What follows belongs to an exercise in optimizing a design on an open flow for small area and a short achievable clock period; a production flow would make more cautious choices.
At most, simulation tests tie the RTL to the original design; equivalence was not proved.
Power figures rest on the tool's default switching activity, not on a simulated workload.

==> flow/design.v <==
`timescale 1ns/10ps
module store_lane_queue (
  input  logic                             clk,
  input  logic                             rst_n,
  input  logic                             addr_enq,
  input  logic [$clog2(64)-1:0] addr_idx,
  input  logic                             data_enq,
  input  logic [32-1:0]            data_elem,
  output logic                             addr_full,
  output logic                             data_full,
  output logic                             pair_req,
  output logic [$clog2(64)-1:0] head_idx,
  output logic [32-1:0]            head_elem,
  output logic                             deadlock_hit,
  input  logic                             pop
);
  localparam int IW = $clog2(64);
  logic [IW-1:0]         addr_q [4];
  logic [32-1:0] data_q [4];
  logic [1:0] addr_wp;
  logic [1:0] data_wp;
  logic [1:0] rp;
  logic [3:0] addr_th;    
  logic [3:0] data_th;
  logic       addr_empty;
  logic       data_empty;
  logic [5:0] dl_cnt;
  always_ff @(posedge clk) begin
    for (int e = 0; e < 4; e++) begin
      if (addr_enq && addr_wp == 2'(e)) addr_q[e] <= addr_idx;
      if (data_enq && data_wp == 2'(e)) data_q[e] <= data_elem;
    end
  end
  always_ff @(posedge clk or negedge rst_n) begin
    if (!rst_n) begin
      addr_wp  <= '0;
      data_wp  <= '0;
      rp       <= '0;
      addr_th  <= '0;
      data_th  <= '0;
    end else begin
      if (addr_enq) addr_wp <= addr_wp + 2'd1;
      if (data_enq) data_wp <= data_wp + 2'd1;
      if (pop)      rp      <= rp + 2'd1;
      if (addr_enq && !pop)      addr_th <= {addr_th[2:0], 1'b1};
      else if (!addr_enq && pop) addr_th <= {1'b0, addr_th[3:1]};
      if (data_enq && !pop)      data_th <= {data_th[2:0], 1'b1};
      else if (!data_enq && pop) data_th <= {1'b0, data_th[3:1]};
    end
  end
  assign addr_empty = !addr_th[0];
  assign data_empty = !data_th[0];
  assign addr_full  = addr_th[3];
  assign data_full  = data_th[3];
  assign pair_req   = !addr_empty && !data_empty;
  always_comb begin
    head_idx  = '0;
    head_elem = '0;
    for (int e = 0; e < 4; e++) begin
      head_idx  = head_idx  | (addr_q[e] & {IW{rp == 2'(e)}});
      head_elem = head_elem | (data_q[e] & {32{rp == 2'(e)}});
    end
  end
  always_ff @(posedge clk or negedge rst_n) begin
    if (!rst_n) begin
      dl_cnt <= '0;
    end else if (addr_empty ^ data_empty) begin
      if (!dl_cnt[5]) dl_cnt <= dl_cnt + 6'd1;
    end else begin
      dl_cnt <= '0;
    end
  end
  assign deadlock_hit = dl_cnt[5];
endmodule
`timescale 1ns/10ps
module scratchpad_array (
  input  logic                             clk,
  input  logic [7:0]                       wr_hi_n,
  input  logic [7:0]                       wr_lo_n,
  input  logic [32-1:0]            wr_elem,
  input  logic [$clog2(64)-1:0] rd_idx,
  output logic [32-1:0]            rd_elem
);
  localparam int EW = 32;
  logic [EW-1:0] mem [64];
  localparam int NC = 4;
  localparam int DG = EW / NC;
  logic [7:0] rd_lo [NC];
  logic [7:0] rd_hi [NC];
  for (genvar c = 0; c < NC; c++) begin : g_wen
    logic [64-1:0] we;
    for (genvar w = 0; w < 64; w++) begin : g_we
      sp_nor2 we_i (.a(wr_hi_n[w/8]), .b(wr_lo_n[w%8]), .y(we[w]));
    end
    always_ff @(posedge clk) begin
      for (int w = 0; w < 64; w++)
        if (we[w]) mem[w][c*DG +: DG] <= wr_elem[c*DG +: DG];
    end
  end
  for (genvar c = 0; c < NC; c++) begin : g_dec
    logic [5:0] idx_n;
    for (genvar k = 0; k < 6; k++) begin : g_inv
      sp_inv inv_i (.a(rd_idx[k]), .y(idx_n[k]));
    end
    for (genvar i = 0; i < 8; i++) begin : g_pre
      sp_nor3 lo_i (
        .a(i[0] ? idx_n[0] : rd_idx[0]),
        .b(i[1] ? idx_n[1] : rd_idx[1]),
        .c(i[2] ? idx_n[2] : rd_idx[2]),
        .y(rd_lo[c][i])
      );
      sp_nor3 hi_i (
        .a(i[0] ? idx_n[3] : rd_idx[3]),
        .b(i[1] ? idx_n[4] : rd_idx[4]),
        .c(i[2] ? idx_n[5] : rd_idx[5]),
        .y(rd_hi[c][i])
      );
    end
  end
  for (genvar b = 0; b < EW; b++) begin : g_bit
    logic [7:0]  t1;
    for (genvar j = 0; j < 8; j++) begin : g_l1
      sp_ao8 g_i (
        .s(rd_lo[b/DG]),
        .d({mem[8*j+7][b], mem[8*j+6][b], mem[8*j+5][b], mem[8*j+4][b],
            mem[8*j+3][b], mem[8*j+2][b], mem[8*j+1][b], mem[8*j][b]}),
        .y(t1[j])
      );
    end
    sp_ao8 g_l2 (.s(rd_hi[b/DG]), .d(t1), .y(rd_elem[b]));
  end
endmodule
module sp_inv (input logic a, output logic y);
  assign y = ~a;
endmodule
module sp_nor2 (input logic a, input logic b, output logic y);
  assign y = ~(a | b);
endmodule
module sp_nor3 (input logic a, input logic b, input logic c, output logic y);
  assign y = ~(a | b | c);
endmodule
module sp_nand3 (input logic a, input logic b, input logic c, output logic y);
  assign y = ~(a & b & c);
endmodule
module sp_nand4 (input logic a, input logic b, input logic c, input logic d, output logic y);
  assign y = ~(a & b & c & d);
endmodule
module sp_ao8 (input logic [7:0] s, input logic [7:0] d, output logic y);
  assign y = |(s & d);
endmodule
`timescale 1ns/10ps
module error_latch (
  input  logic        clk,
  input  logic        rst_n,
  input  logic        tag_oob,
  input  logic        deadlock,
  output logic        error_valid,
  output logic [15:0] error_code
);
  logic [1:0] code;
  always_ff @(posedge clk or negedge rst_n) begin
    if (!rst_n) begin
      error_valid <= 1'b0;
      code        <= 2'd0;
    end else if (!error_valid && (tag_oob || deadlock)) begin
      error_valid <= 1'b1;
      code        <= tag_oob ? 2'd1 : 2'd2;
    end
  end
  assign error_code = {14'd0, code};
endmodule
`timescale 1ns/10ps
module scratchpad_mem (
  input  logic                            clk,
  input  logic                            rst_n,
  input  logic                            ld_addr_valid,
  output logic                            ld_addr_ready,
  input  logic [2+16-1:0] ld_addr_data,
  output logic                            ld_data_valid,
  input  logic                            ld_data_ready,
  output logic [2+32-1:0] ld_data_data,
  output logic                            ld_done_valid,
  input  logic                            ld_done_ready,
  output logic [2-1:0]            ld_done_data,
  input  logic                            st_addr_valid,
  output logic                            st_addr_ready,
  input  logic [2+16-1:0] st_addr_data,
  input  logic                            st_data_valid,
  output logic                            st_data_ready,
  input  logic [2+32-1:0] st_data_data,
  output logic                            st_done_valid,
  input  logic                            st_done_ready,
  output logic [2-1:0]            st_done_data,
  output logic                            error_valid,
  output logic [15:0]                     error_code
);
  localparam int IW = $clog2(64);
  localparam int NP = 3;
  localparam int EW = 32;
  logic [1:0]       ld_tag, sa_tag, sd_tag;
  logic             ld_ok, sa_ok, sd_ok;
  logic [NP-1:0]    addr_enq, data_enq, addr_full, data_full;
  logic [NP-1:0]    req, dl, pop, sel_oh;
  logic [IW-1:0]    head_idx  [NP];
  logic [EW-1:0]    head_elem [NP];
  logic [IW-1:0]    wr_idx;
  logic [EW-1:0]    wr_elem;
  logic [EW-1:0]    rd_elem;
  assign ld_tag        = ld_addr_data[17:16];
  assign ld_ok         = !(ld_tag[1] && ld_tag[0]);
  assign ld_addr_ready = ld_ok && ld_data_ready && ld_done_ready;
  assign ld_data_valid = ld_addr_valid && ld_ok && ld_done_ready;
  assign ld_done_valid = ld_addr_valid && ld_ok && ld_data_ready;
  assign ld_data_data  = {ld_tag, rd_elem};
  assign ld_done_data  = ld_tag;
  assign sa_tag = st_addr_data[17:16];
  assign sd_tag = st_data_data[33:32];
  assign sa_ok  = !(sa_tag[1] && sa_tag[0]);
  assign sd_ok  = !(sd_tag[1] && sd_tag[0]);
  assign st_addr_ready = sa_ok && !addr_full[sa_tag];
  assign st_data_ready = sd_ok && !data_full[sd_tag];
  for (genvar i = 0; i < NP; i++) begin : g_lane
    assign addr_enq[i] = st_addr_valid && (sa_tag == 2'(i)) && !addr_full[i];
    assign data_enq[i] = st_data_valid && (sd_tag == 2'(i)) && !data_full[i];
    store_lane_queue lane_i (
      .clk, .rst_n,
      .addr_enq(addr_enq[i]), .addr_idx(st_addr_data[IW-1:0]),
      .data_enq(data_enq[i]), .data_elem(st_data_data[EW-1:0]),
      .addr_full(addr_full[i]), .data_full(data_full[i]),
      .pair_req(req[i]), .head_idx(head_idx[i]), .head_elem(head_elem[i]),
      .deadlock_hit(dl[i]), .pop(pop[i])
    );
  end
  assign sel_oh[0] = req[0];
  assign sel_oh[1] = req[1] && !req[0];
  assign sel_oh[2] = req[2] && !req[1] && !req[0];
  assign st_done_valid = |req;
  assign st_done_data  = {sel_oh[2], sel_oh[1]};
  assign pop           = sel_oh & {NP{st_done_ready}};
  always_comb begin
    wr_idx  = '0;
    wr_elem = '0;
    for (int i = 0; i < NP; i++) begin
      wr_idx  = wr_idx  | (head_idx[i]  & {IW{sel_oh[i]}});
      wr_elem = wr_elem | (head_elem[i] & {EW{sel_oh[i]}});
    end
  end
  logic [7:0] wr_hi_n, wr_lo_n;
  logic       wr_go;
  assign wr_go = st_done_ready && (|req);
  for (genvar i = 0; i < 8; i++) begin : g_wdec
    assign wr_hi_n[i] = !(wr_idx[5:3] == 3'(i));
    assign wr_lo_n[i] = !(wr_go && (wr_idx[2:0] == 3'(i)));
  end
  scratchpad_array array_i (
    .clk, .wr_hi_n, .wr_lo_n, .wr_elem, .rd_idx(ld_addr_data[IW-1:0]), .rd_elem
  );
  error_latch error_i (
    .clk, .rst_n,
    .tag_oob((ld_addr_valid && !ld_ok) || (st_addr_valid && !sa_ok) || (st_data_valid && !sd_ok)),
    .deadlock(|dl), .error_valid, .error_code
  );
endmodule
clock: 5.5 ns
lec_check: 0
cap_margin: 20
core_margin: 2
core_utilization: 40
cts_buf_list: sky130_fd_sc_hd__clkbuf_8
cts_cluster_diameter: 60
cts_cluster_size: 16
setup_slack_margin: 1.5
slew_margin: 20
synth_hierarchical: 1
run.sh (not shown) runs the stock make flow with config.mk's settings and CLKGATE_MAP_FILE= SYNTH_SCRIPT=/design/flow/synth_recipe.tcl, a recipe that flattens the netlist after the stock synthesis.
Then changed:
--- a/flow/design.v
+++ b/flow/design.v
@@ -84,10 +84,9 @@
   localparam int EW = 32;
   logic [EW-1:0] mem [64];
   localparam int NC = 4;
   localparam int DG = EW / NC;
-  logic [7:0] rd_lo [NC];
-  logic [7:0] rd_hi [NC];
+  logic [64-1:0] wl [NC];
   for (genvar c = 0; c < NC; c++) begin : g_wen
     logic [64-1:0] we;
     for (genvar w = 0; w < 64; w++) begin : g_we
       sp_nor2 we_i (.a(wr_hi_n[w/8]), .b(wr_lo_n[w%8]), .y(we[w]));
@@ -98,47 +97,53 @@
     end
   end
   for (genvar c = 0; c < NC; c++) begin : g_dec
     logic [5:0] idx_n;
+    logic [7:0] hi_n;
+    logic [7:0] lo_n;
     for (genvar k = 0; k < 6; k++) begin : g_inv
       sp_inv inv_i (.a(rd_idx[k]), .y(idx_n[k]));
     end
     for (genvar i = 0; i < 8; i++) begin : g_pre
-      sp_nor3 lo_i (
-        .a(i[0] ? idx_n[0] : rd_idx[0]),
-        .b(i[1] ? idx_n[1] : rd_idx[1]),
-        .c(i[2] ? idx_n[2] : rd_idx[2]),
-        .y(rd_lo[c][i])
+      sp_nand3 lo_i (
+        .a(i[0] ? rd_idx[0] : idx_n[0]),
+        .b(i[1] ? rd_idx[1] : idx_n[1]),
+        .c(i[2] ? rd_idx[2] : idx_n[2]),
+        .y(lo_n[i])
       );
-      sp_nor3 hi_i (
-        .a(i[0] ? idx_n[3] : rd_idx[3]),
-        .b(i[1] ? idx_n[4] : rd_idx[4]),
-        .c(i[2] ? idx_n[5] : rd_idx[5]),
-        .y(rd_hi[c][i])
+      sp_nand3 hi_i (
+        .a(i[0] ? rd_idx[3] : idx_n[3]),
+        .b(i[1] ? rd_idx[4] : idx_n[4]),
+        .c(i[2] ? rd_idx[5] : idx_n[5]),
+        .y(hi_n[i])
       );
+    end
+    for (genvar w = 0; w < 64; w++) begin : g_wl
+      sp_nor2 wl_i (.a(hi_n[w/8]), .b(lo_n[w%8]), .y(wl[c][w]));
     end
   end
   for (genvar b = 0; b < EW; b++) begin : g_bit
     logic [7:0]  t1;
+    logic [3:0]  t2;
     for (genvar j = 0; j < 8; j++) begin : g_l1
       sp_ao8 g_i (
-        .s(rd_lo[b/DG]),
+        .s(wl[b/DG][8*j +: 8]),
         .d({mem[8*j+7][b], mem[8*j+6][b], mem[8*j+5][b], mem[8*j+4][b],
             mem[8*j+3][b], mem[8*j+2][b], mem[8*j+1][b], mem[8*j][b]}),
         .y(t1[j])
       );
     end
-    sp_ao8 g_l2 (.s(rd_hi[b/DG]), .d(t1), .y(rd_elem[b]));
+    for (genvar j = 0; j < 4; j++) begin : g_l2
+      sp_nor2 g_i (.a(t1[2*j]), .b(t1[2*j+1]), .y(t2[j]));
+    end
+    sp_nand4 g_l3 (.a(t2[0]), .b(t2[1]), .c(t2[2]), .d(t2[3]), .y(rd_elem[b]));
   end
 endmodule
 module sp_inv (input logic a, output logic y);
   assign y = ~a;
 endmodule
 module sp_nor2 (input logic a, input logic b, output logic y);
   assign y = ~(a | b);
-endmodule
-module sp_nor3 (input logic a, input logic b, input logic c, output logic y);
-  assign y = ~(a | b | c);
 endmodule
 module sp_nand3 (input logic a, input logic b, input logic c, output logic y);
   assign y = ~(a & b & c);
 endmodule
Global-route usage drops by 1.6 points.
Final area drops by 1.3%.
Synthesized area barely changes.
Clock-buffer cell count climbs by 4.
Via count drops by 2.3%.
Routed wire length drops by 9.8%.
Maximum frequency climbs by 0.45%.
Sequential share of layout area climbs by 0.91 points.
Worst setup slack gains 0.019 ns.
Clock skew climbs by 0.0031 ns.
Die area hardly moves.
Clock power climbs by about 2%.
First-iteration DRC count drops by 8.1%.
For the first run of this note, only the layout was checked, not whether the RTL still works.

quartz:
scratchpad_mem, a different RTL version from the one above (not shown whole).
Size in the first run: roughly 5300 cells after synthesis, about 140 I/O pins, roughly 94000 sq um of cells after synthesis.
==> module scratchpad_array, before the edit <==
module scratchpad_array (
  input  logic                             clk,
  input  logic [64-1:0]         wr_oh,
  input  logic [32-1:0]            wr_elem,
  input  logic [$clog2(64)-1:0] rd_idx,
  output logic [32-1:0]            rd_elem
);
  localparam int EW = 32;
  logic [EW-1:0] mem [64];
  localparam int NC = 4;
  localparam int DG = EW / NC;
  logic [64-1:0] wl [NC];
  always_ff @(posedge clk) begin
    for (int w = 0; w < 64; w++)
      if (wr_oh[w]) mem[w] <= wr_elem;
  end
  for (genvar c = 0; c < NC; c++) begin : g_dec
    logic [5:0] idx_n;
    logic [7:0] hi_n;
    logic [7:0] lo_n;
    for (genvar k = 0; k < 6; k++) begin : g_inv
      sp_inv inv_i (.a(rd_idx[k]), .y(idx_n[k]));
    end
    for (genvar i = 0; i < 8; i++) begin : g_pre
      sp_nand3 lo_i (
        .a(i[0] ? rd_idx[0] : idx_n[0]),
        .b(i[1] ? rd_idx[1] : idx_n[1]),
        .c(i[2] ? rd_idx[2] : idx_n[2]),
        .y(lo_n[i])
      );
      sp_nand3 hi_i (
        .a(i[0] ? rd_idx[3] : idx_n[3]),
        .b(i[1] ? rd_idx[4] : idx_n[4]),
        .c(i[2] ? rd_idx[5] : idx_n[5]),
        .y(hi_n[i])
      );
    end
    for (genvar w = 0; w < 64; w++) begin : g_wl
      sp_nor2 wl_i (.a(hi_n[w/8]), .b(lo_n[w%8]), .y(wl[c][w]));
    end
  end
  for (genvar b = 0; b < EW; b++) begin : g_bit
    logic [7:0]  t1;
    logic [3:0]  t2;
    for (genvar j = 0; j < 8; j++) begin : g_l1
      sp_ao8 g_i (
        .s(wl[b/DG][8*j +: 8]),
        .d({mem[8*j+7][b], mem[8*j+6][b], mem[8*j+5][b], mem[8*j+4][b],
            mem[8*j+3][b], mem[8*j+2][b], mem[8*j+1][b], mem[8*j][b]}),
        .y(t1[j])
      );
    end
    for (genvar j = 0; j < 4; j++) begin : g_l2
      sp_nor2 g_i (.a(t1[2*j]), .b(t1[2*j+1]), .y(t2[j]));
    end
    sp_nand4 g_l3 (.a(t2[0]), .b(t2[1]), .c(t2[2]), .d(t2[3]), .y(rd_elem[b]));
  end
endmodule
==> module scratchpad_mem, before the edit <==
module scratchpad_mem (
  input  logic                            clk,
  input  logic                            rst_n,
  input  logic                            ld_addr_valid,
  output logic                            ld_addr_ready,
  input  logic [2+16-1:0] ld_addr_data,
  output logic                            ld_data_valid,
  input  logic                            ld_data_ready,
  output logic [2+32-1:0] ld_data_data,
  output logic                            ld_done_valid,
  input  logic                            ld_done_ready,
  output logic [2-1:0]            ld_done_data,
  input  logic                            st_addr_valid,
  output logic                            st_addr_ready,
  input  logic [2+16-1:0] st_addr_data,
  input  logic                            st_data_valid,
  output logic                            st_data_ready,
  input  logic [2+32-1:0] st_data_data,
  output logic                            st_done_valid,
  input  logic                            st_done_ready,
  output logic [2-1:0]            st_done_data,
  output logic                            error_valid,
  output logic [15:0]                     error_code
);
  localparam int IW = $clog2(64);
  localparam int NP = 3;
  localparam int EW = 32;
  logic [1:0]       ld_tag, sa_tag, sd_tag;
  logic             ld_ok, sa_ok, sd_ok;
  logic [NP-1:0]    addr_enq, data_enq, addr_full, data_full;
  logic [NP-1:0]    req, dl, pop, sel_oh;
  logic [IW-1:0]    head_idx  [NP];
  logic [EW-1:0]    head_elem [NP];
  logic [IW-1:0]    wr_idx;
  logic [EW-1:0]    wr_elem;
  logic [64-1:0] wr_oh;
  logic [EW-1:0]    rd_elem;
  assign ld_tag        = ld_addr_data[17:16];
  assign ld_ok         = !(ld_tag[1] && ld_tag[0]);
  assign ld_addr_ready = ld_ok && ld_data_ready && ld_done_ready;
  assign ld_data_valid = ld_addr_valid && ld_ok && ld_done_ready;
  assign ld_done_valid = ld_addr_valid && ld_ok && ld_data_ready;
  assign ld_data_data  = {ld_tag, rd_elem};
  assign ld_done_data  = ld_tag;
  assign sa_tag = st_addr_data[17:16];
  assign sd_tag = st_data_data[33:32];
  assign sa_ok  = !(sa_tag[1] && sa_tag[0]);
  assign sd_ok  = !(sd_tag[1] && sd_tag[0]);
  assign st_addr_ready = sa_ok && !addr_full[sa_tag];
  assign st_data_ready = sd_ok && !data_full[sd_tag];
  for (genvar i = 0; i < NP; i++) begin : g_lane
    assign addr_enq[i] = st_addr_valid && (sa_tag == 2'(i)) && !addr_full[i];
    assign data_enq[i] = st_data_valid && (sd_tag == 2'(i)) && !data_full[i];
    store_lane_queue lane_i (
      .clk, .rst_n,
      .addr_enq(addr_enq[i]), .addr_idx(st_addr_data[IW-1:0]),
      .data_enq(data_enq[i]), .data_elem(st_data_data[EW-1:0]),
      .addr_full(addr_full[i]), .data_full(data_full[i]),
      .pair_req(req[i]), .head_idx(head_idx[i]), .head_elem(head_elem[i]),
      .deadlock_hit(dl[i]), .pop(pop[i])
    );
  end
  assign sel_oh[0] = req[0];
  assign sel_oh[1] = req[1] && !req[0];
  assign sel_oh[2] = req[2] && !req[1] && !req[0];
  assign st_done_valid = |req;
  assign st_done_data  = {sel_oh[2], sel_oh[1]};
  assign pop           = sel_oh & {NP{st_done_ready}};
  always_comb begin
    wr_idx  = '0;
    wr_elem = '0;
    for (int i = 0; i < NP; i++) begin
      wr_idx  = wr_idx  | (head_idx[i]  & {IW{sel_oh[i]}});
      wr_elem = wr_elem | (head_elem[i] & {EW{sel_oh[i]}});
    end
  end
  logic [7:0] wr_hi, wr_lo;
  logic       wr_go;
  assign wr_go = st_done_ready && (|req);
  for (genvar i = 0; i < 8; i++) begin : g_wdec
    assign wr_hi[i] = (wr_idx[5:3] == 3'(i));
    assign wr_lo[i] = wr_go && (wr_idx[2:0] == 3'(i));
  end
  for (genvar w = 0; w < 64; w++) begin : g_wsel
    assign wr_oh[w] = wr_hi[w/8] && wr_lo[w%8];
  end
  scratchpad_array array_i (
    .clk, .wr_oh, .wr_elem, .rd_idx(ld_addr_data[IW-1:0]), .rd_elem
  );
  error_latch error_i (
    .clk, .rst_n,
    .tag_oob((ld_addr_valid && !ld_ok) || (st_addr_valid && !sa_ok) || (st_data_valid && !sd_ok)),
    .deadlock(|dl), .error_valid, .error_code
  );
endmodule
Settings: LEC_CHECK=0, CAP_MARGIN=20, CORE_MARGIN=2, CORE_UTILIZATION=40, CTS_BUF_LIST=sky130_fd_sc_hd__clkbuf_8, CTS_CLUSTER_DIAMETER=60, CTS_CLUSTER_SIZE=16, SETUP_SLACK_MARGIN=1.5, SLEW_MARGIN=20, SYNTH_HIERARCHICAL=1; clock period 5.5 ns.
quartz finished end to end and its layout was clean on timing, DRC and antenna.
For lagoon, these inputs were changed with respect to quartz:
diff --git a/flow/design.v b/flow/design.v
--- a/flow/design.v
+++ b/flow/design.v
@@ -81,46 +81,42 @@
   output logic [32-1:0]            rd_elem
 );
   localparam int EW = 32;
   logic [EW-1:0] mem [64];
-  localparam int NC = 4;
-  localparam int DG = EW / NC;
-  logic [64-1:0] wl [NC];
+  logic [5:0]    idx_n;
+  logic [7:0]    hi_n;
+  logic [7:0]    lo_n;
+  logic [64-1:0] wl;
   always_ff @(posedge clk) begin
     for (int w = 0; w < 64; w++)
       if (wr_oh[w]) mem[w] <= wr_elem;
   end
-  for (genvar c = 0; c < NC; c++) begin : g_dec
-    logic [5:0] idx_n;
-    logic [7:0] hi_n;
-    logic [7:0] lo_n;
-    for (genvar k = 0; k < 6; k++) begin : g_inv
-      sp_inv inv_i (.a(rd_idx[k]), .y(idx_n[k]));
-    end
-    for (genvar i = 0; i < 8; i++) begin : g_pre
-      sp_nand3 lo_i (
-        .a(i[0] ? rd_idx[0] : idx_n[0]),
-        .b(i[1] ? rd_idx[1] : idx_n[1]),
-        .c(i[2] ? rd_idx[2] : idx_n[2]),
-        .y(lo_n[i])
-      );
-      sp_nand3 hi_i (
-        .a(i[0] ? rd_idx[3] : idx_n[3]),
-        .b(i[1] ? rd_idx[4] : idx_n[4]),
-        .c(i[2] ? rd_idx[5] : idx_n[5]),
-        .y(hi_n[i])
-      );
-    end
-    for (genvar w = 0; w < 64; w++) begin : g_wl
-      sp_nor2 wl_i (.a(hi_n[w/8]), .b(lo_n[w%8]), .y(wl[c][w]));
-    end
+  for (genvar k = 0; k < 6; k++) begin : g_inv
+    sp_inv inv_i (.a(rd_idx[k]), .y(idx_n[k]));
+  end
+  for (genvar i = 0; i < 8; i++) begin : g_pre
+    sp_nand3 lo_i (
+      .a(i[0] ? rd_idx[0] : idx_n[0]),
+      .b(i[1] ? rd_idx[1] : idx_n[1]),
+      .c(i[2] ? rd_idx[2] : idx_n[2]),
+      .y(lo_n[i])
+    );
+    sp_nand3 hi_i (
+      .a(i[0] ? rd_idx[3] : idx_n[3]),
+      .b(i[1] ? rd_idx[4] : idx_n[4]),
+      .c(i[2] ? rd_idx[5] : idx_n[5]),
+      .y(hi_n[i])
+    );
+  end
+  for (genvar w = 0; w < 64; w++) begin : g_wl
+    sp_nor2 wl_i (.a(hi_n[w/8]), .b(lo_n[w%8]), .y(wl[w]));
   end
   for (genvar b = 0; b < EW; b++) begin : g_bit
     logic [7:0]  t1;
     logic [3:0]  t2;
     for (genvar j = 0; j < 8; j++) begin : g_l1
       sp_ao8 g_i (
-        .s(wl[b/DG][8*j +: 8]),
+        .s(wl[8*j +: 8]),
         .d({mem[8*j+7][b], mem[8*j+6][b], mem[8*j+5][b], mem[8*j+4][b],
             mem[8*j+3][b], mem[8*j+2][b], mem[8*j+1][b], mem[8*j][b]}),
         .y(t1[j])
       );
@@ -233,9 +229,9 @@
   assign sel_oh[0] = req[0];
   assign sel_oh[1] = req[1] && !req[0];
   assign sel_oh[2] = req[2] && !req[1] && !req[0];
   assign st_done_valid = |req;
-  assign st_done_data  = {sel_oh[2], sel_oh[1]};
+  assign st_done_data  = {!req[0] && !req[1], !req[0] && req[1]};
   assign pop           = sel_oh & {NP{st_done_ready}};
   always_comb begin
     wr_idx  = '0;
     wr_elem = '0;
Notes after the runs:
Relative to quartz, the worst clock skew on the final layout of lagoon is lower by 0.012 ns.
quartz has higher minimum setup slack after placement than lagoon.
Looking at count of routing violations after the opening detailed-route iteration, lagoon sits 37 lower than quartz does.
TritonCTS buffer count (higher): lagoon
Routed wire length on met2 grows by a little under 10% when moving from quartz to lagoon.
lagoon vs quartz: final cell count down by a few percent
Fmax | lagoon vs quartz | lagoon slower
Sort quartz and lagoon by finished layout cell area asc -> top: lagoon
Function not checked in quartz: the RTL went through the layout flow alone.

[static timing again, ports no longer ideal]
Ports are ideal in the flow. The routed layouts listed here were re-timed in OpenROAD.
Step 1: set_driving_cell puts a clkbuf_16 on clk and a buf_2 on each other input, an assumption about the parent block.
Step 2, shift: input delay + t, output delay - t, t = (earliest + latest rising clock arrival at the registers) / 2. This alone moves slack from input paths to output paths.
a / b / c = ideal ports / drivers / drivers and shift; a / b = the first two.
run | t (ns) | setup WS [ns] | pins driven straight from the clock port
the first run of note 1 | 1.054 | 1.113 / 0.923 / 0.923 | 1
the second run of note 1 | 1.081 | 1.133 / 1.060 / 1.060 | 1
quartz | 1.028 | 1.004 / 0.938 / 0.938 | 1
lagoon | 1.052 | 0.857 / 0.727 / 0.727 | 1
After both steps setup and hold are still met in every run listed. For the first run of note 1, which loses most, drivers alone change the setup slack by -0.190 ns; drivers and shift together by -0.190 ns.
